Background: an optimization exercise with open tools, aiming at small area. Do not read the settings as production practice. The RTL was checked by simulation tests, not by an equivalence proof against the original design. Power figures rest on the tool's default switching activity, not on a simulated workload.

$ cat flow/standard.sh
#!/bin/bash
# synth_recipe.tcl (not shown) runs the flow's synth.tcl, then flattens the netlist and writes it again
# the make line also repeats each setting of config.mk as NAME=value (left out here)
make -C /OpenROAD-flow-scripts/flow DESIGN_CONFIG=/design/flow/config.mk WORK_HOME=/design/flow/orfs CLKGATE_MAP_FILE= SYNTH_SCRIPT=/design/flow/synth_recipe.tcl "${@:-finish}"
$ cat flow/flow/downsize.py
#!/usr/bin/env python3
"""Set every combinational cell of a synthesized netlist to the smallest drive strength of
its type, keeping the pins: buffers and repair later size up what timing needs.
Flip-flops and every other sequential cell are left as they are.
usage: downsize.py LIBERTY NETLIST_IN NETLIST_OUT"""
import re
import sys
from collections import Counter

lib, src, dst = sys.argv[1:4]
PFX = "sky130_fd_sc_hd__"

cells = {}  # name -> (area, frozenset of pin names, sequential)
cur = None
pins = set()
seq = False
area = 0.0
depth = 0
for line in open(lib):
    m = re.match(r'\s*cell\s*\(\s*"?(\w+)"?\s*\)', line)
    if m:
        if cur:
            cells[cur] = (area, frozenset(pins), seq)
        cur, pins, seq, area = m.group(1), set(), False, 0.0
        continue
    if cur is None:
        continue
    m = re.match(r'\s*area\s*:\s*([\d.]+)', line)
    if m:
        area = float(m.group(1))
    m = re.match(r'\s*pin\s*\(\s*"?(\w+)"?\s*\)', line)
    if m:
        pins.add(m.group(1))
    if re.match(r'\s*(ff|latch|statetable)\s*\(', line):
        seq = True
if cur:
    cells[cur] = (area, frozenset(pins), seq)

# Same type = same name up to the trailing _<drive>.
smallest = {}
for name, (a, p, s) in cells.items():
    m = re.match(r'(' + PFX + r'\w+?)_(\d+)$', name)
    if not m or s:
        continue
    base = m.group(1)
    best = smallest.get(base)
    if best is None or a < cells[best][0]:
        smallest[base] = name

changed = Counter()
out = []
for line in open(src):
    m = re.match(r'(\s*)(' + PFX + r'\w+?)_(\d+)(\s+.*)$', line, re.S)
    if m:
        name = f"{m.group(2)}_{m.group(3)}"
        new = smallest.get(m.group(2))
        if new and new != name and name in cells and not cells[name][2] \
                and cells[new][1] == cells[name][1] and cells[new][0] < cells[name][0]:
            line = m.group(1) + new + m.group(4)
            changed[f"{name} -> {new}"] += 1
    out.append(line)
open(dst, "w").writelines(out)
for k, v in sorted(changed.items()):
    print(f"{v:6d} {k}")
$ cat flow/design.v
package rmt_pkg;
    function automatic int node_count(input int depth);
        node_count = (1 << depth) - 1;
    endfunction
    function automatic int leaf_count(input int depth);
        leaf_count = 1 << depth;
    endfunction
    function automatic int node_level(input int n);
        node_level = 0;
        for (int l = 0; l < 31; l++)
            if (n >= (1 << l) - 1) node_level = l;
    endfunction
    function automatic int node_idx_width(input int depth);
        node_idx_width = depth + 1;
    endfunction
    function automatic logic mux_inv(input int n);
        mux_inv = (n == 2) || (n == 16) || (n == 32);
    endfunction
    localparam logic [63:0] EVEN_MASK = 64'h5555_5555_5555_5555;
    function automatic logic [63:0] bound_pol(input int level);
        bound_pol = mux_inv(1 << level) ? ~EVEN_MASK : EVEN_MASK;
    endfunction
endpackage
module rmt_g_and2  (input logic a, b, output logic y);           assign y = a & b;                    endmodule
module rmt_g_nand2 (input logic a, b, output logic y);           assign y = ~(a & b);                 endmodule
module rmt_g_nor2  (input logic a, b, output logic y);           assign y = ~(a | b);                 endmodule
module rmt_g_nand3 (input logic a, b, c, output logic y);        assign y = ~(a & b & c);             endmodule
module rmt_g_nand4 (input logic a, b, c, d, output logic y);     assign y = ~(a & b & c & d);         endmodule
module rmt_g_nor4  (input logic a, b, c, d, output logic y);     assign y = ~(a | b | c | d);         endmodule
module rmt_g_aoi21 (input logic a1, a2, b1, output logic y);     assign y = ~((a1 & a2) | b1);        endmodule
module rmt_g_oai21 (input logic a1, a2, b1, output logic y);     assign y = ~((a1 | a2) & b1);        endmodule
module rmt_g_aoi22 (input logic a1, a2, b1, b2, output logic y); assign y = ~((a1 & a2) | (b1 & b2)); endmodule
module rmt_g_aoi222 (input logic a1, a2, b1, b2, c1, c2, output logic y);
    assign y = ~((a1 & a2) | (b1 & b2) | (c1 & c2));
endmodule
module rmt_onehot
#(
    parameter int IW = 4,
    localparam int N = 1 << IW
) (
    input  logic [IW-1:0] idx,
    output logic [N-1:0]  sel
);
    always_comb
        for (int j = 0; j < N; j++) sel[j] = (idx == IW'(j));
endmodule
module rmt_aomux_bit
#(
    parameter int N = 16
) (
    input  logic [N-1:0] d,
    input  logic [N-1:0] sel,
    input  logic         rst,
    output logic         y
);
    if (N == 1) begin : g_n1
        assign y = d[0];
    end else if (N == 2) begin : g_n2
        rmt_g_aoi22 u0 (.a1(sel[0]), .a2(d[0]), .b1(sel[1]), .b2(d[1]), .y(y));
    end else if (N == 4) begin : g_n4
        logic x0, x1;
        rmt_g_aoi222 u0 (.a1(sel[0]), .a2(d[0]), .b1(sel[1]), .b2(d[1]), .c1(sel[2]), .c2(d[2]), .y(x0));
        rmt_g_nand2  u1 (.a(sel[3]), .b(d[3]), .y(x1));
        rmt_g_nand2  u2 (.a(x0), .b(x1), .y(y));
    end else if (N == 8) begin : g_n8
        logic x0, x1, x2;
        rmt_g_aoi222 u0 (.a1(sel[0]), .a2(d[0]), .b1(sel[1]), .b2(d[1]), .c1(sel[2]), .c2(d[2]), .y(x0));
        rmt_g_aoi222 u1 (.a1(sel[3]), .a2(d[3]), .b1(sel[4]), .b2(d[4]), .c1(sel[5]), .c2(d[5]), .y(x1));
        rmt_g_aoi22  u2 (.a1(sel[6]), .a2(d[6]), .b1(sel[7]), .b2(d[7]), .y(x2));
        rmt_g_nand3  u3 (.a(x0), .b(x1), .c(x2), .y(y));
    end else if (N == 16) begin : g_n16
        logic [5:0] x;
        logic       h0, h1;
        for (genvar k = 0; k < 5; k++) begin : g_a
            rmt_g_aoi222 u (.a1(sel[3*k]), .a2(d[3*k]), .b1(sel[3*k+1]), .b2(d[3*k+1]),
                            .c1(sel[3*k+2]), .c2(d[3*k+2]), .y(x[k]));
        end
        rmt_g_nand2 u5 (.a(sel[15]), .b(d[15]), .y(x[5]));
        rmt_g_nand3 u6 (.a(x[0]), .b(x[1]), .c(x[2]), .y(h0));
        rmt_g_nand3 u7 (.a(x[3]), .b(x[4]), .c(x[5]), .y(h1));
        rmt_g_nor2  u8 (.a(h0), .b(h1), .y(y));
    end else if (N == 32) begin : g_n32
        logic [10:0] x;
        logic [2:0]  h;
        for (genvar k = 0; k < 10; k++) begin : g_a
            rmt_g_aoi222 u (.a1(sel[3*k]), .a2(d[3*k]), .b1(sel[3*k+1]), .b2(d[3*k+1]),
                            .c1(sel[3*k+2]), .c2(d[3*k+2]), .y(x[k]));
        end
        rmt_g_aoi22 u10 (.a1(sel[30]), .a2(d[30]), .b1(sel[31]), .b2(d[31]), .y(x[10]));
        rmt_g_nand4 u11 (.a(x[0]), .b(x[1]), .c(x[2]), .d(x[3]), .y(h[0]));
        rmt_g_nand4 u12 (.a(x[4]), .b(x[5]), .c(x[6]), .d(x[7]), .y(h[1]));
        rmt_g_nand3 u13 (.a(x[8]), .b(x[9]), .c(x[10]), .y(h[2]));
        rmt_g_nor4  u14 (.a(h[0]), .b(h[1]), .c(h[2]), .d(rst), .y(y));
    end else begin : g_any
        logic o;
        always_comb begin
            o = 1'b0;
            for (int j = 0; j < N; j++) o = o | (sel[j] & d[j]);
        end
        assign y = rmt_pkg::mux_inv(N) ? ~o : o;
    end
endmodule
module rmt_ge
#(
    parameter int W = 32
) (
    input  logic [W-1:0] ka,
    input  logic [W-1:0] kb,
    output logic         ge
);
    logic [W:0] c;
    rmt_g_and2 u_b0 (.a(ka[0]), .b(kb[0]), .y(c[1]));
    for (genvar i = 1; i < W; i++) begin : g_bit
        logic gg, pp;
        if (i % 2 == 1) begin : g_odd
            rmt_g_nand2 u_g (.a(ka[i]), .b(kb[i]), .y(gg));
            rmt_g_nor2  u_p (.a(ka[i]), .b(kb[i]), .y(pp));
            rmt_g_oai21 u_c (.a1(pp), .a2(c[i]), .b1(gg), .y(c[i+1]));
        end else begin : g_even
            rmt_g_nor2  u_g (.a(ka[i]), .b(kb[i]), .y(gg));
            rmt_g_nand2 u_p (.a(ka[i]), .b(kb[i]), .y(pp));
            rmt_g_aoi21 u_c (.a1(pp), .a2(c[i]), .b1(gg), .y(c[i+1]));
        end
    end
    assign ge = c[W];
endmodule
module rmt_level_stage
#(
    parameter int DATA_WIDTH = 32,
    parameter int LEVEL      = 0,
    localparam int NB        = 1 << LEVEL,
    localparam int PW        = (LEVEL > 0) ? LEVEL : 1
) (
    input  logic [DATA_WIDTH-1:0]    key,        
    input  logic [PW-1:0]            path,       
    input  logic [NB*DATA_WIDTH-1:0] bounds,     
    output logic                     go_right
);
    logic [NB-1:0]         sel;
    logic [DATA_WIDTH-1:0] kb;
    if (LEVEL == 0) begin : g_root
        assign sel = 1'b1;
    end else begin : g_dec
        rmt_onehot #(.IW(LEVEL)) u_dec (.idx(path), .sel(sel));
    end
    for (genvar i = 0; i < DATA_WIDTH; i++) begin : g_rd
        logic [NB-1:0] d;
        for (genvar j = 0; j < NB; j++) begin : g_w
            assign d[j] = bounds[j*DATA_WIDTH + i];
        end
        rmt_aomux_bit #(.N(NB)) u_mux (.d(d), .sel(sel), .rst(1'b0), .y(kb[i]));
    end
    rmt_ge #(.W(DATA_WIDTH)) u_cmp (.ka(key), .kb(kb), .ge(go_right));
endmodule
module range_match_tree_param
#(
    parameter int DATA_WIDTH = 32,
    parameter int DEPTH      = 5,
    parameter int RIDS_WIDTH = 32,
    localparam int NODE_W    = rmt_pkg::node_idx_width(DEPTH),
    localparam int NODES     = rmt_pkg::node_count(DEPTH),
    localparam int LEAVES    = rmt_pkg::leaf_count(DEPTH),
    localparam int WDATA_W   = (DATA_WIDTH > RIDS_WIDTH) ? DATA_WIDTH : RIDS_WIDTH
) (
    input  logic                  clk,
    input  logic                  reset,
    input  logic                  in_valid,
    input  logic [DATA_WIDTH-1:0] in_key,
    input  logic                  cfg_we,
    input  logic                  cfg_sel,
    input  logic [NODE_W-1:0]     cfg_addr,
    input  logic [WDATA_W-1:0]    cfg_wdata,
    output logic                  out_valid,
    output logic [RIDS_WIDTH-1:0] out_rids,
    output logic [DEPTH-1:0]      out_leaf
);
    localparam logic [DATA_WIDTH-1:0] KEY_INV = rmt_pkg::EVEN_MASK[DATA_WIDTH-1:0];
    logic [NODES*DATA_WIDTH-1:0]  bnd;
    logic [LEAVES*RIDS_WIDTH-1:0] rids_n;
    logic [WDATA_W-1:0] wd;
    assign wd = cfg_wdata & {WDATA_W{~reset}};
    for (genvar i = 0; i < NODES; i++) begin : g_bnd
        localparam logic [DATA_WIDTH-1:0] POL = rmt_pkg::bound_pol(rmt_pkg::node_level(i));
        logic we;
        assign we = reset | (cfg_we & ~cfg_sel & (cfg_addr == NODE_W'(i)));
        always_ff @(posedge clk)
            if (we) bnd[i*DATA_WIDTH +: DATA_WIDTH] <= wd[DATA_WIDTH-1:0] ^ ~POL;
    end
    for (genvar i = 0; i < LEAVES; i++) begin : g_rids
        logic we;
        assign we = reset | (cfg_we & cfg_sel & (cfg_addr == NODE_W'(i)));
        always_ff @(posedge clk)
            if (we) rids_n[i*RIDS_WIDTH +: RIDS_WIDTH] <= ~wd[RIDS_WIDTH-1:0];
    end
    logic [DEPTH:0]        s_valid;
    logic [DATA_WIDTH-1:0] s_key [DEPTH];
    always_ff @(posedge clk) begin
        if (reset) s_valid <= '0;
        else       s_valid <= {s_valid[DEPTH-1:0], in_valid};
    end
    always_ff @(posedge clk) begin
        s_key[0] <= in_key ^ KEY_INV;
        for (int l = 1; l < DEPTH; l++) s_key[l] <= s_key[l-1];
    end
    logic [DEPTH-1:0] leaf;
    for (genvar lvl = 0; lvl < DEPTH; lvl++) begin : g_level
        localparam int PW = (lvl > 0) ? lvl : 1;
        logic [PW-1:0] path_in;
        logic [lvl:0]  path;
        logic          go_right;
        rmt_level_stage #(
            .DATA_WIDTH(DATA_WIDTH),
            .LEVEL     (lvl)
        ) u_stage (
            .key     (s_key[lvl]),
            .path    (path_in),
            .bounds  (bnd[((1 << lvl) - 1)*DATA_WIDTH +: (1 << lvl)*DATA_WIDTH]),
            .go_right(go_right)
        );
        if (lvl == 0) begin : g_p0
            assign path_in = 1'b0;
            always_ff @(posedge clk) path <= go_right;
        end else begin : g_pn
            assign path_in = g_level[lvl-1].path;
            always_ff @(posedge clk) path <= {path_in, go_right};
        end
    end
    assign leaf = g_level[DEPTH-1].path;
    logic [LEAVES-1:0]     leaf_sel;
    logic [RIDS_WIDTH-1:0] rids_rd;
    rmt_onehot #(.IW(DEPTH)) u_leaf_dec (.idx(leaf), .sel(leaf_sel));
    for (genvar i = 0; i < RIDS_WIDTH; i++) begin : g_rd
        logic [LEAVES-1:0] d;
        for (genvar j = 0; j < LEAVES; j++) begin : g_w
            assign d[j] = rids_n[j*RIDS_WIDTH + i];
        end
        if (rmt_pkg::mux_inv(LEAVES)) begin : g_inv
            rmt_aomux_bit #(.N(LEAVES)) u_mux (.d(d), .sel(leaf_sel), .rst(reset), .y(rids_rd[i]));
        end else begin : g_true
            logic y;
            rmt_aomux_bit #(.N(LEAVES)) u_mux (.d(d), .sel(leaf_sel), .rst(1'b0), .y(y));
            assign rids_rd[i] = ~y & ~reset;
        end
    end
    logic out_en;
    assign out_en = reset | s_valid[DEPTH];
    always_ff @(posedge clk) begin
        if (reset) out_valid <= 1'b0;
        else       out_valid <= s_valid[DEPTH];
    end
    always_ff @(posedge clk) begin
        if (out_en) begin
            out_rids <= rids_rd;
            out_leaf <= leaf & {DEPTH{~reset}};
        end
    end
endmodule
$ cat flow/config.mk
export PLATFORM = sky130hd
export DESIGN_NAME = range_match_tree_param
export DESIGN_NICKNAME = range_match_tree_param
export VERILOG_FILES = /design/flow/design.v
export SDC_FILE = /design/flow/constraint.sdc
export NUM_CORES = 4
export LEC_CHECK = 0
export CAP_MARGIN = 5
export CORE_MARGIN = 2
export CORE_UTILIZATION = 55
export CTS_BUF_LIST = sky130_fd_sc_hd__clkbuf_8
export CTS_CLUSTER_DIAMETER = 45
export CTS_CLUSTER_SIZE = 18
export SLEW_MARGIN = 5
export SYNTH_HIERARCHICAL = 1
$ cat flow/constraint.sdc
create_clock -name core_clock -period 6.0 [get_ports {clk}]
set_input_delay 1.2000 -clock core_clock [delete_from_list [all_inputs] [get_ports {clk}]]
set_output_delay 1.2000 -clock core_clock [all_outputs]
set_load 0.01 [all_outputs]
$ cat flow/flow/run.sh
#!/bin/bash
# Standard layout with three changes:
#  - after the standard synthesis, every combinational cell is set to the smallest drive
#    strength of its type (flip-flops untouched); repair sizes up what timing needs;
#  - the port buffers are sky130_fd_sc_hd__buf_1 instead of the resizer's default pick;
#  - clock tree synthesis inserts no dummy loads.
# Each tool's output goes to a log file of its own in this folder.
set -euo pipefail
R=orfs/results/${FLOW_PLATFORM}/range_match_tree_param/base
LIB=${FLOW_HOME}/platforms/${FLOW_PLATFORM}/lib/sky130_fd_sc_hd__tt_025C_1v80.lib

bash standard.sh synth > synth.log 2>&1

cp "$R/1_2_yosys.v" "$R/1_2_yosys.standard.v"
python3 flow/downsize.py "$LIB" "$R/1_2_yosys.standard.v" "$R/1_2_yosys.v" > downsize.log 2>&1
rm -f "$R/1_synth.odb"
bash standard.sh synth > synth_odb.log 2>&1

export BUFFER_PORTS_ARGS="-buffer_cell sky130_fd_sc_hd__buf_1"
export CTS_ARGS="-sink_clustering_enable -repair_clock_nets -dont_use_dummy_load -sink_clustering_size 18 -sink_clustering_max_diameter 45 -buf_list sky130_fd_sc_hd__clkbuf_8"
bash standard.sh > layout.log 2>&1
==> run summary, run 1 <==
syn_nets between 4000 and 5000; VDD IR max 0.259 mV; total wire length 212000 um; Crit Reg-Reg Startpoint g_level[3].path[3]; Arrival @ worst endpoint between 6000 and 7000 ps; largest net degree at the start of global routing between 60 and 70; worst reg-to-reg path cell count 35; Tmin final between 5000 and 6000 ps; clock buffer depth 3; dpl cell area between 80000 and 90000 um2; Max-Cap Viols 0; Pwr Total 31400 uW; critical path class flip-flop to flip-flop; Post-Syn Instances 4042; Comb power frac 16.2%; GRT Util Overall a little under 30%; Leakage between 0.02 and 0.03 uW; Final Hold Vio Count 0; Warnings, synthesis 14; DRC viols 0; hold slack between 300 and 400 ps; Die Ht between 300 and 400 um; setup TNS 0 ps; die area approximately 140000 um2; IO Pins 113; Max Freq approximately 0.18 GHz; syn_area_per_cell approximately 19 um2; Worst Path Max Fanout 29; skew final a little under 90 ps; Setup-failing EPs final 0; RePlAce Congestion slightly below 0.9; first-pass GRT wire length between 200000 and 300000 um; CTS Buf Count 188; CTS Hold Bufs 0; period utilization approximately nine tenths; min-delay src s_key[2][13]; Hold Path Depth 0; post-CTS setup buffer count 0; Worst Hold Path EP s_key[3][13]; Final Instance Area 84300 um2; CTS clock-pin slew for the worst setup and hold paths between 100 and 150 ps; Cell Area, Synth 77300 um2; R2R setup slack 580 ps; htree depth 4; P&R area growth vs syn 8.98%; HPWL Detailed approximately 120000 um; Slew HR just under 20%; CP startpoint kind flip-flop; First-pass DRT Iterations 8; initial core utilization between 50% and 60%; met3 wire length approximately 27000 um; # rows about 140; Via-to-Cell Ratio a little under 7; initial antenna violation count 23; Detail Route Antenna Nets 0; Met1 Routed Length around 86000 um; pwr/cell area between 300 and 400 nW/um2; fin nets roughly 4500; Core ar. approximately 140000 um2; met2 wire length roughly 93000 um; CTS tree built; CTS root buf clkbuf_8; clock latency (worst-skew pair) between 900 and 1000 ps; internal power ~23000 uW; switching share of total power 27.5%; Flop pwr share ~61%; Tightest Hold Check Type flip-flop to flip-flop; CP peak stage delay ~480 ps; Vias ~43000; Worst setup EP type flip-flop; vias in the first global route approximately 40000; per-cell routed wire length roughly 34 um; Switch Pwr between 8000 and 9000 uW; PortBufs about 110; Worst R2R End g_level[4].path[0]; status no timing/DRC/antenna violations; Crit-path slowest cell dfxtp_2; Sink Count between 2000 and 2500; RSZ-0062 raised after global routing false; clock share of power between 20% and 30%; Critical Path RT about 6800 ps; GR Overflow Total 0; Final Max Slew Viols 0; max layer used met5; worst slew pin tran roughly 1200 ps; Die Wd roughly 380 um; share of cells above drive strength 1 about 11%; DRT iter0 DRCs 8031
per-stage QoR:
stage | worst slack [ps] | cells | util [%]
6_report | 579 | 6315 | 60.4
3_5_place_dp | 545 | 6120 | 58.5
5_1_grt | 45.5 | 6309 | 60.4
4_1_cts | 485 | 6308 | 60.4
2_1_floorplan | 318 | 4042 | -
3_3_place_gp | 579 | 6120 | 58.5
registers in the layout, indices dropped and copies added, names as in the netlist:
signal	cells
s_key	160
bnd	992
out_rids	32
rids_n	1024
out_valid	1
g_level.path	15
out_leaf	5
s_valid	6
critical path, delay by kind of cell (launching register included):
family | cells | cell delay [ps]
AOI/OAI and AO/OA | 29 | 3500
buffers and inverters | 2 | 530
DFF | 1 | 480
and+or+nand+nor | 4 | 760
timing repair:
action,in CTS,in global routing
gates resized for setup,0,4
setup endpoints to repair,0,1
hold endpoints to repair,0,0
worst max-delay path by stage:
stage	from	end	cells past startpoint
global route	g_level[3].path[1]	g_level[4].path[0]	37
global placement	g_level[3].path[0]	g_level[4].path[0]	36
CTS	g_level[3].path[0]	g_level[4].path[0]	35
detailed placement	g_level[3].path[0]	g_level[4].path[0]	35
finish	g_level[3].path[3]	g_level[4].path[0]	35
floorplan	g_level[2].path[1]	g_level[3].path[0]	35
power groups by stage:
stage	clock network, uW	logic (uW)	registers, uW
after floorplan	0	2680	19100
after global placement	0	5010	19300
after detailed placement	0	5040	19300
after CTS	7450	5050	19000
after global routing	7970	5420	19100
final	7310	5090	19000
per-layer routing:
layer | track usage (%) | vias up
li1 | - | 18100
met1 | 44.3 | 21900
met2 | 43.0 | 2673
met3 | 7.89 | 316
met4 | 7.67 | 6
met5 | 0 | -
cell type report:
cell class | instances | area, um2
clock buffers | 188 | 2590
repair buffers | 262 | 1570
flip-flops and latches | 2235 | 65300
diodes | 7 | 17.5
fillers | 10200 | 55300
multi-input cells | 1698 | 12300
inverters | 49 | 184
well taps | 1876 | 2350
cell usage in the layout, fill, tap and decap left out, types with 4 or more instances in the layout:
cell,count
a21o_1,6
a21o_2,38
a21oi_1,75
a222oi_1,576
a22oi_1,96
and2_1,6
and4b_1,5
and4bb_1,5
and4bb_2,9
buf_1,111
buf_4,147
clkbuf_8,188
dfxtp_1,180
diode_2,7
edfxtp_1,2053
inv_1,49
nand2_1,252
nand2b_2,32
nand3_1,129
nand4_1,65
nand4b_1,5
nor2_1,187
nor2_2,9
nor2_4,24
nor2b_1,12
nor4_1,33
nor4b_1,4
nor4b_4,4
o21ai_1,80
o21bai_4,19
==> run 2: changes to the inputs <==
--- a/flow/flow/run.sh
+++ b/flow/flow/run.sh
@@ -17,5 +17,5 @@
 bash standard.sh synth > synth_odb.log 2>&1
 
 export BUFFER_PORTS_ARGS="-buffer_cell sky130_fd_sc_hd__buf_1"
-export CTS_ARGS="-sink_clustering_enable -repair_clock_nets -dont_use_dummy_load -sink_clustering_size 18 -sink_clustering_max_diameter 45 -buf_list sky130_fd_sc_hd__clkbuf_8"
+export CTS_ARGS="-sink_clustering_enable -repair_clock_nets -dont_use_dummy_load -sink_clustering_size 18 -sink_clustering_max_diameter 100 -buf_list sky130_fd_sc_hd__clkbuf_8"
 bash standard.sh > layout.log 2>&1
--- a/flow/config.mk
+++ b/flow/config.mk
@@ -9,7 +9,7 @@
 export CORE_MARGIN = 2
 export CORE_UTILIZATION = 55
 export CTS_BUF_LIST = sky130_fd_sc_hd__clkbuf_8
-export CTS_CLUSTER_DIAMETER = 45
+export CTS_CLUSTER_DIAMETER = 100
 export CTS_CLUSTER_SIZE = 18
 export SLEW_MARGIN = 5
 export SYNTH_HIERARCHICAL = 1
==> run summary, run 2 <==
Crit Reg-Reg Startpoint g_level[3].path[1]; IO Pins roughly 110; CTS Buf Count 142; clock buffer depth 3; dpl cells between 6000 and 7000; Die Ht 379 um; setup TNS 0 ps; Most flops, register rids_n; htree depth 4; critical path class flip-flop to flip-flop; kind of cell adding the most delay to the critical path compound AO/OA/AOI/OAI gates; Die Wd approximately 380 um; Non-Filler Instances approximately 6300; CP peak stage delay 500 ps; PortBufs about 110; first-pass GRT wire length roughly 290000 um; CTS Hold Bufs 0; syn_nets between 4000 and 5000; Warnings, synthesis 14; Worst setup EP type flip-flop; Leakage about 0.028 uW; Arrival @ worst endpoint 6230 ps; # rows about 140; Final Max Slew Viols 0; CTS clock-pin slew for the worst setup and hold paths 110 ps; period utilization between 90 and 100%; Worst Hold Path EP s_key[2][26]; DRC viols 0; Tightest Hold Check Type flip-flop to flip-flop; clock latency (worst-skew pair) between 800 and 900 ps; R2R setup slack between 500 and 600 ps; Worst Path Max Fanout 15; initial antenna violation count 38; CTS root buf clkbuf_8; Post-Syn Instances around 4000; Crit-path slowest cell dfxtp_1; fin nets roughly 4500; HPWL Detailed 123000 um; initial core utilization approximately 55%; Final Hold Vio Count 0; most frequent cells in the layout edfxtp_1, a222oi_1, nand2_1, nor2_1, dfxtp_1; First-pass DRT Iterations 7; worst reg-to-reg path cell count 37; Critical Path RT around 7000 ps; Tmin final 5410 ps; Sink Count around 2200; P&R area growth vs syn 8.15%; Via-to-Cell Ratio about 6.8; CTS tree built; Crit path top cell by count o21ai_1; commonest non-fill, non-tap cell in the layout edfxtp_1; Worst Path Buf+Inv 1; Final Instance Area between 80000 and 90000 um2; CP startpoint kind flip-flop; share of cells above drive strength 1 10.0%; DRT iter0 DRCs ~7700; Hold Path Depth 0; vias in the first global route 40100; VDD IR max around 0.21 mV; Max Freq roughly 0.18 GHz; largest net degree at the start of global routing ~70; per-cell routed wire length 33.7 um; dpl cell area 81700 um2; skew final around 58 ps; RePlAce Congestion just under 0.9; Setup-failing EPs final 0; min-delay src s_key[1][26]; RSZ-0062 raised after global routing false; worst slew pin tran roughly 1200 ps; Cell Area, Synth 77300 um2; Vias 42700; GRT Util Overall roughly 29%; status no timing/DRC/antenna violations; syn_area_per_cell approximately 19 um2; Detail Route Antenna Nets 0; Worst R2R End g_level[4].path[0]; GR Overflow Total 0; Core ar. between 100000 and 150000 um2; pwr/cell area 366 nW/um2; hold slack 366 ps; total wire length ~210000 um; Largest regs rids_n x1024, bnd x992, s_key x160; Slew HR between 10% and 20%; Max-Cap Viols 0; max reg flops about 1000; Filler cells slightly above 10000; die area around 140000 um2
-- run 2: area by class of cell --
class	count	area [um2]	area share [%]
inverter	49	184	0.220
tap	1876	2350	2.81
multi-input combinational	1698	12300	14.7
timing repair buffer	262	1560	1.87
sequential	2235	65300	78.1
clock buffer	142	1950	2.34
antenna	6	15.0	0.0180
-- run 2: layer usage --
| metal | wire, um | global-route usage (%) | share of wire (%) | up-vias |
|---|---|---|---|---|
| met4 | 5390 | 8.43 | 2.6 | 24 |
| met2 | 92900 | 42.4 | 44 | 2549 |
| met5 | 333 | 1.20 | 0.16 | - |
| li1 | - | - | - | 18000 |
| met1 | 84200 | 42.4 | 40 | 21800 |
| met3 | 28300 | 10.2 | 13 | 320 |
-- run 2: worst max path at each step --
stage	startpoint	to	depth (start not counted)
floorplan	g_level[2].path[1]	g_level[3].path[0]	35
global placement	g_level[3].path[0]	g_level[4].path[0]	36
detailed placement	g_level[3].path[0]	g_level[4].path[0]	35
CTS	g_level[3].path[3]	g_level[4].path[0]	35
global route	g_level[3].path[1]	g_level[4].path[0]	37
finish	g_level[3].path[1]	g_level[4].path[0]	37
-- run 2: worst register-to-register path: cells and delay by family, from the launching register on --
kind,cells,cell delay (ps)
buf+inv,1,310
compound gates,32,3830
simple gates,4,680
flops,1,500
-- run 2: timing repair --
item / 4_1_cts / 5_1_grt
setup endpoints to repair: 0 / 1
gates resized for setup: 0 / 2
buffers inserted: 0 / 0
endpoints found under the hold margin: 0 / 0
-- run 2: power by group --
part	internal (uW)	total, uW	switching (uW)	leakage [uW]
sequential	18500	19000	510	0.0218
clock	2140	6510	4370	0.00102
combinational	1480	5110	3620	0.00511
-- run 2: through the flow --
step           worst slack, ps  utilization (%)  power, uW
2_1_floorplan              318                -      21800
3_3_place_gp               579             58.5      24300
3_5_place_dp               545             58.5      24400
4_1_cts                    521             59.9      30700
5_1_grt                   17.7             59.9      31700
6_report                   588             59.9      30600
==> run 3: changes to the inputs <==
--- a/flow/flow/run.sh
+++ b/flow/flow/run.sh
@@ -17,5 +17,5 @@
 bash standard.sh synth > synth_odb.log 2>&1
 
 export BUFFER_PORTS_ARGS="-buffer_cell sky130_fd_sc_hd__buf_1"
-export CTS_ARGS="-sink_clustering_enable -repair_clock_nets -dont_use_dummy_load -sink_clustering_size 18 -sink_clustering_max_diameter 100 -buf_list sky130_fd_sc_hd__clkbuf_8"
+export CTS_ARGS="-sink_clustering_enable -repair_clock_nets -dont_use_dummy_load -sink_clustering_size 18 -sink_clustering_max_diameter 55 -buf_list sky130_fd_sc_hd__clkbuf_8"
 bash standard.sh > layout.log 2>&1
--- a/flow/config.mk
+++ b/flow/config.mk
@@ -9,7 +9,7 @@
 export CORE_MARGIN = 2
 export CORE_UTILIZATION = 55
 export CTS_BUF_LIST = sky130_fd_sc_hd__clkbuf_8
-export CTS_CLUSTER_DIAMETER = 100
+export CTS_CLUSTER_DIAMETER = 55
 export CTS_CLUSTER_SIZE = 18
 export SLEW_MARGIN = 5
 export SYNTH_HIERARCHICAL = 1
==> run summary, run 3 <==
R2R setup slack between 600 and 700 ps; clock latency (worst-skew pair) 930 ps; critical path class flip-flop to flip-flop; setup TNS 0 ps; status no timing/DRC/antenna violations; Hold Path Depth 0; Crit-path slowest cell dfxtp_1; VDD IR max between 0.2 and 0.25 mV; Die Wd 379 um; per-cell routed wire length 33.7 um; Filler cells 10300; syn_area_per_cell roughly 19 um2; largest net degree at the start of global routing between 60 and 70; Vias 43100; first-pass GRT wire length ~300000 um; Worst R2R End g_level[4].path[0]; GRT Util Overall just under 30%; worst slew pin tran approximately 1200 ps; min-delay src s_key[3][31]; clock buffer depth 3; Crit Reg-Reg Startpoint g_level[3].path[2]; CTS Buf Count between 150 and 200; Post-Syn Instances about 4000; initial core utilization 55.4%; max reg flops ~1000; worst reg-to-reg path cell count 35; DRT iter0 DRCs slightly above 8000; Slew HR approximately a fifth; First-pass DRT Iterations 8; P&R area growth vs syn 8.48%; skew final ~68 ps; vias in the first global route 40400; IO Pins 113; Sink Count approximately 2200; Final Max Slew Viols 0; Critical Path RT between 6000 and 7000 ps; commonest non-fill, non-tap cell in the layout edfxtp_1; CP peak stage delay 450 ps; period utilization ~90%; PortBufs about 110; Leakage approximately 0.028 uW; Die Ht around 380 um; CTS root buf clkbuf_8; Most flops, register rids_n; Worst setup EP type flip-flop; Worst Hold Path EP s_key[4][31]; die area approximately 140000 um2; CP startpoint kind flip-flop; Setup-failing EPs final 0; RSZ-0062 raised after global routing false; Largest regs rids_n x1024, bnd x992, s_key x160; Arrival @ worst endpoint 6190 ps; fin nets between 4000 and 5000; hold slack around 350 ps; CTS tree built; Core ar. ~140000 um2; pwr/cell area 368 nW/um2; RePlAce Congestion 0.879; Worst Path Max Fanout 29; htree depth 4; DRC viols 0; Post-Route Utilization 60.1%; GR Overflow Total 0; syn_nets slightly above 4000; Tightest Hold Check Type flip-flop to flip-flop; Via-to-Cell Ratio 6.85; CTS clock-pin slew for the worst setup and hold paths 100 ps; initial antenna violation count 23; most frequent cells in the layout edfxtp_1, a222oi_1, nand2_1, nor2_1, dfxtp_1; Detail Route Antenna Nets 0; Cell Area, Synth roughly 77000 um2; Max Freq between 0.15 and 0.2 GHz; total wire length 212000 um; Tmin final approximately 5400 ps; Final Hold Vio Count 0; HPWL Detailed roughly 120000 um; # rows 137; share of cells above drive strength 1 between 10% and 20%; Max-Cap Viols 0; Warnings, synthesis 14
==> run 3: cell types whose count changed in the layout (fill, tap and decap cells not counted), sizes merged <==
cell / delta
diode: +2
clkbuf: +18
==> run 3: layout make-up <==
class | instances | area (um2) | share of cell area, %
flip-flops and latches | 2235 | 65300 | 77.8
multi-input cells | 1698 | 12300 | 14.6
well taps | 1876 | 2350 | 2.80
clock buffers | 160 | 2200 | 2.62
repair buffers | 262 | 1570 | 1.87
inverters | 49 | 184 | 0.219
diodes | 8 | 20.0 | 0.0239
==> run 3: stage by stage <==
stage / power (uW) / setup slack [ps] / cell area, um2 / instances
after global placement: 24300 / 579 / 81700 / 6120
after detailed placement: 24400 / 545 / 81700 / 6120
after floorplan: 21800 / 318 / 77400 / 4042
after global routing: 32000 / 20.9 / 83900 / 6281
final: 30900 / 606 / 83900 / 6288
after CTS: 31000 / 471 / 83900 / 6280
==> run 3: layer usage <==
metal  track usage, %  wire length, um  up-vias
met3             7.73            26200      305
li1                 -                -    18000
met2             42.9            93200     2621
met1             44.2            87300    22200
met5                0               33        -
met4             7.76             5090        8
==> run 3: how the worst max path moves through the flow <==
stage,cells past startpoint,to,from
floorplan,35,g_level[3].path[0],g_level[2].path[1]
global placement,36,g_level[4].path[0],g_level[3].path[0]
detailed placement,35,g_level[4].path[0],g_level[3].path[0]
CTS,35,g_level[4].path[0],g_level[3].path[0]
global route,37,g_level[4].path[0],g_level[3].path[1]
finish,35,g_level[4].path[0],g_level[3].path[2]
==> run 3: critical path, delay by kind of cell (launching register included) <==
family	cells	cell delay (ps)
buffers and inverters	2	570
AO/OA/AOI/OAI	29	3510
flip-flops	1	450
AND/OR/NAND/NOR	4	780
==> run 3: timing repair <==
action | 4_1_cts | 5_1_grt
endpoints found under the setup margin | 0 | 1
gates resized for setup | 0 | 3
buffers inserted | 0 | 0
hold buffers | 0 | 0
==> run 3: power breakdown <==
| part | internal (uW) | leakage (uW) | switching (uW) |
|---|---|---|---|
| Combinational | 1490 | 0.00512 | 3620 |
| Sequential | 18500 | 0.0218 | 512 |
| Clock | 2390 | 0.00115 | 4410 |
==> run 4: changes to the inputs <==
--- a/flow/flow/run.sh
+++ b/flow/flow/run.sh
@@ -17,5 +17,5 @@
 bash standard.sh synth > synth_odb.log 2>&1
 
 export BUFFER_PORTS_ARGS="-buffer_cell sky130_fd_sc_hd__buf_1"
-export CTS_ARGS="-sink_clustering_enable -repair_clock_nets -dont_use_dummy_load -sink_clustering_size 18 -sink_clustering_max_diameter 55 -buf_list sky130_fd_sc_hd__clkbuf_8"
+export CTS_ARGS="-sink_clustering_enable -repair_clock_nets -dont_use_dummy_load -sink_clustering_size 18 -sink_clustering_max_diameter 70 -buf_list sky130_fd_sc_hd__clkbuf_8"
 bash standard.sh > layout.log 2>&1
--- a/flow/config.mk
+++ b/flow/config.mk
@@ -9,7 +9,7 @@
 export CORE_MARGIN = 2
 export CORE_UTILIZATION = 55
 export CTS_BUF_LIST = sky130_fd_sc_hd__clkbuf_8
-export CTS_CLUSTER_DIAMETER = 55
+export CTS_CLUSTER_DIAMETER = 70
 export CTS_CLUSTER_SIZE = 18
 export SLEW_MARGIN = 5
 export SYNTH_HIERARCHICAL = 1
==> run summary, run 4 <==
initial core utilization 55.4%; IO Pins around 110; Post-Syn Instances approximately 4000; RSZ-0062 raised after global routing false; largest net degree at the start of global routing 68; htree depth 4; Largest regs rids_n x1024, bnd x992, s_key x160; most frequent cells in the layout edfxtp_1, a222oi_1, nand2_1, nor2_1, dfxtp_1; Arrival @ worst endpoint between 6000 and 7000 ps; GR Overflow Total 0; status no timing/DRC/antenna violations; setup TNS 0 ps; # rows roughly 140; Final Instance Area roughly 84000 um2; P&R area growth vs syn 8.20%; Crit Reg-Reg Startpoint g_level[3].path[2]; Cell Area, Synth ~77000 um2; GRT Util Overall 29.4%; Via-to-Cell Ratio between 6 and 7; syn_nets roughly 4000; Crit-path slowest cell dfxtp_1; worst slew pin tran roughly 1200 ps; share of cells above drive strength 1 about a tenth; RePlAce Congestion around 0.88; CTS Buf Count roughly 140; Filler cells between 10000 and 15000; Final Hold Vio Count 0; Slew HR 20.5%; Final Max Slew Viols 0; Comb power frac 16.7%; clock buffer depth 3; Switch Pwr about 8500 uW; HPWL Detailed around 120000 um; critical path class flip-flop to flip-flop; area taken by multi-input logic gates approximately 12000 um2; Flop pwr share between 60% and 70%; per-cell routed wire length roughly 34 um; Most flops, register rids_n; CP startpoint g_level[3].path[2]; vias in the first global route approximately 40000; PortBufs 112; Worst R2R End g_level[4].path[0]; clock latency (worst-skew pair) 910 ps; Core ar. 140000 um2; worst reg-to-reg path cell count 35; Vias ~43000; total wire length between 200000 and 250000 um; VDD IR max ~0.22 mV; syn_area_per_cell ~19 um2; Die Ht roughly 380 um; Setup crit end g_level[4].path[0]; Tmin final 5400 ps; clock share of power a little over a fifth; Warnings, synthesis 14; first-pass GRT wire length between 200000 and 300000 um; max reg flops about 1000; Worst setup EP type flip-flop; DRT iter0 DRCs 7984; Max-Cap Viols 0; pwr/cell area 366 nW/um2; Critical Path RT 6800 ps; Tightest Hold Check Type flip-flop to flip-flop; dpl cell area just over 80000 um2; CTS clock-pin slew for the worst setup and hold paths 110 ps; Setup-failing EPs final 0; internal power ~22000 uW; Sink Count ~2200; Detail Route Antenna Nets 0; R2R setup slack approximately 600 ps; Max Freq around 0.19 GHz; Worst Path Max Fanout 29; CP peak stage delay about 470 ps; die area 144000 um2; Leakage between 0.02 and 0.03 uW; First-pass DRT Iterations 10; fin nets between 4000 and 5000; skew final 54.9 ps; DRC viols 0; initial antenna violation count 37; FF+latch area ~65000 um2; period utilization about nine tenths; CTS tree built; Die Wd 379 um; CP startpoint kind flip-flop; commonest non-fill, non-tap cell in the layout edfxtp_1; CTS root buf clkbuf_8; switching share of total power ~28%
[run 4: final cells by class]
class	instances	area share (%)
well taps	1876	2.81
diodes	8	0.0239
multi-input cells	1698	14.7
repair buffers	262	1.87
flip-flops and latches	2235	78.0
inverters	49	0.220
clock buffers	144	2.37
[run 4: worst max-delay path, delay by kind of cell (launching register included)]
family                 cells  cell delay [ps]
AO/OA/AOI/OAI             29             3480
AND/OR/NAND/NOR            4              770
buffers and inverters      2              510
flip-flops                 1              470
[run 4: routing by layer]
| layer | track usage (%) | share of wire, % |
|---|---|---|
| met3 | 9.52 | 13 |
| met1 | 43.0 | 40 |
| met4 | 8.02 | 2.4 |
| met5 | 0 | 0.023 |
| met2 | 42.7 | 44 |
[run 4: what timing repair did]
action                     in CTS  in global routing
hold buffers                    0                  0
resized for setup               0                  3
setup endpoints to repair       0                  1
buffers inserted                0                  0
[run 4: per-stage QoR]
stage	total power [uW]	worst slack, ps	hold slack (ps)	utilization, %	std cells
floorplan	21800	318	324	-	4042
global placement	24300	579	354	58.5	6120
detailed placement	24400	545	358	58.5	6120
CTS	30700	451	270	59.9	6264
global route	31700	12.2	306	60.0	6265
finish	30600	602	355	60.0	6272
[run 4: worst min-delay path by stage]
stage	startpoint	endpoint	slack, ps	depth (start not counted)
6_report	s_key[3][31]	s_key[4][31]	350	0
5_1_grt	in_key[25]	s_key[0][25]	310	1
4_1_cts	in_key[31]	s_key[0][31]	270	1
3_5_place_dp	s_key[1][29]	s_key[2][29]	360	0
3_3_place_gp	s_key[0][9]	s_key[1][9]	350	0
2_1_floorplan	s_key[0][0]	s_key[1][0]	320	0
[run 4: power groups by stage]
stage	Clock (uW)	Combinational [uW]	Sequential (uW)
final	6560	5100	19000
after floorplan	0	2680	19100
after detailed placement	0	5040	19300
after CTS	6670	5050	19000
after global placement	0	5010	19300
after global routing	7180	5440	19100

re-timing with driven ports:
No port has a modelled driver above. Below, the same layouts with a new extraction and two added sets of constraints. Step 1: set_driving_cell puts a clkbuf_16 on clk and a buf_2 on each other input, an assumption about the parent block. Step 2, shift: input delay + t, output delay - t, t = (earliest + latest rising clock arrival at the registers) / 2. This alone moves slack from input paths to output paths. Three values: ideal, step 1, step 2; two values: the first two.
run | t, ns | setup slack, ns | worst setup path after step 2 | clock arrival spread, ns | cell pins on the clock port's net
run 1 | 0.988 | 0.579 / 0.579 / 0.579 | register to register | 0.109 / 0.109 | 1
run 2 | 0.947 | 0.588 / 0.588 / 0.588 | register to register | 0.079 / 0.078 | 1
run 3 | 0.967 | 0.606 / 0.606 / 0.606 | register to register | 0.079 / 0.079 | 1
run 4 | 0.982 | 0.602 / 0.602 / 0.602 | register to register | 0.085 / 0.085 | 1
After both steps setup and hold are still met in every run listed.
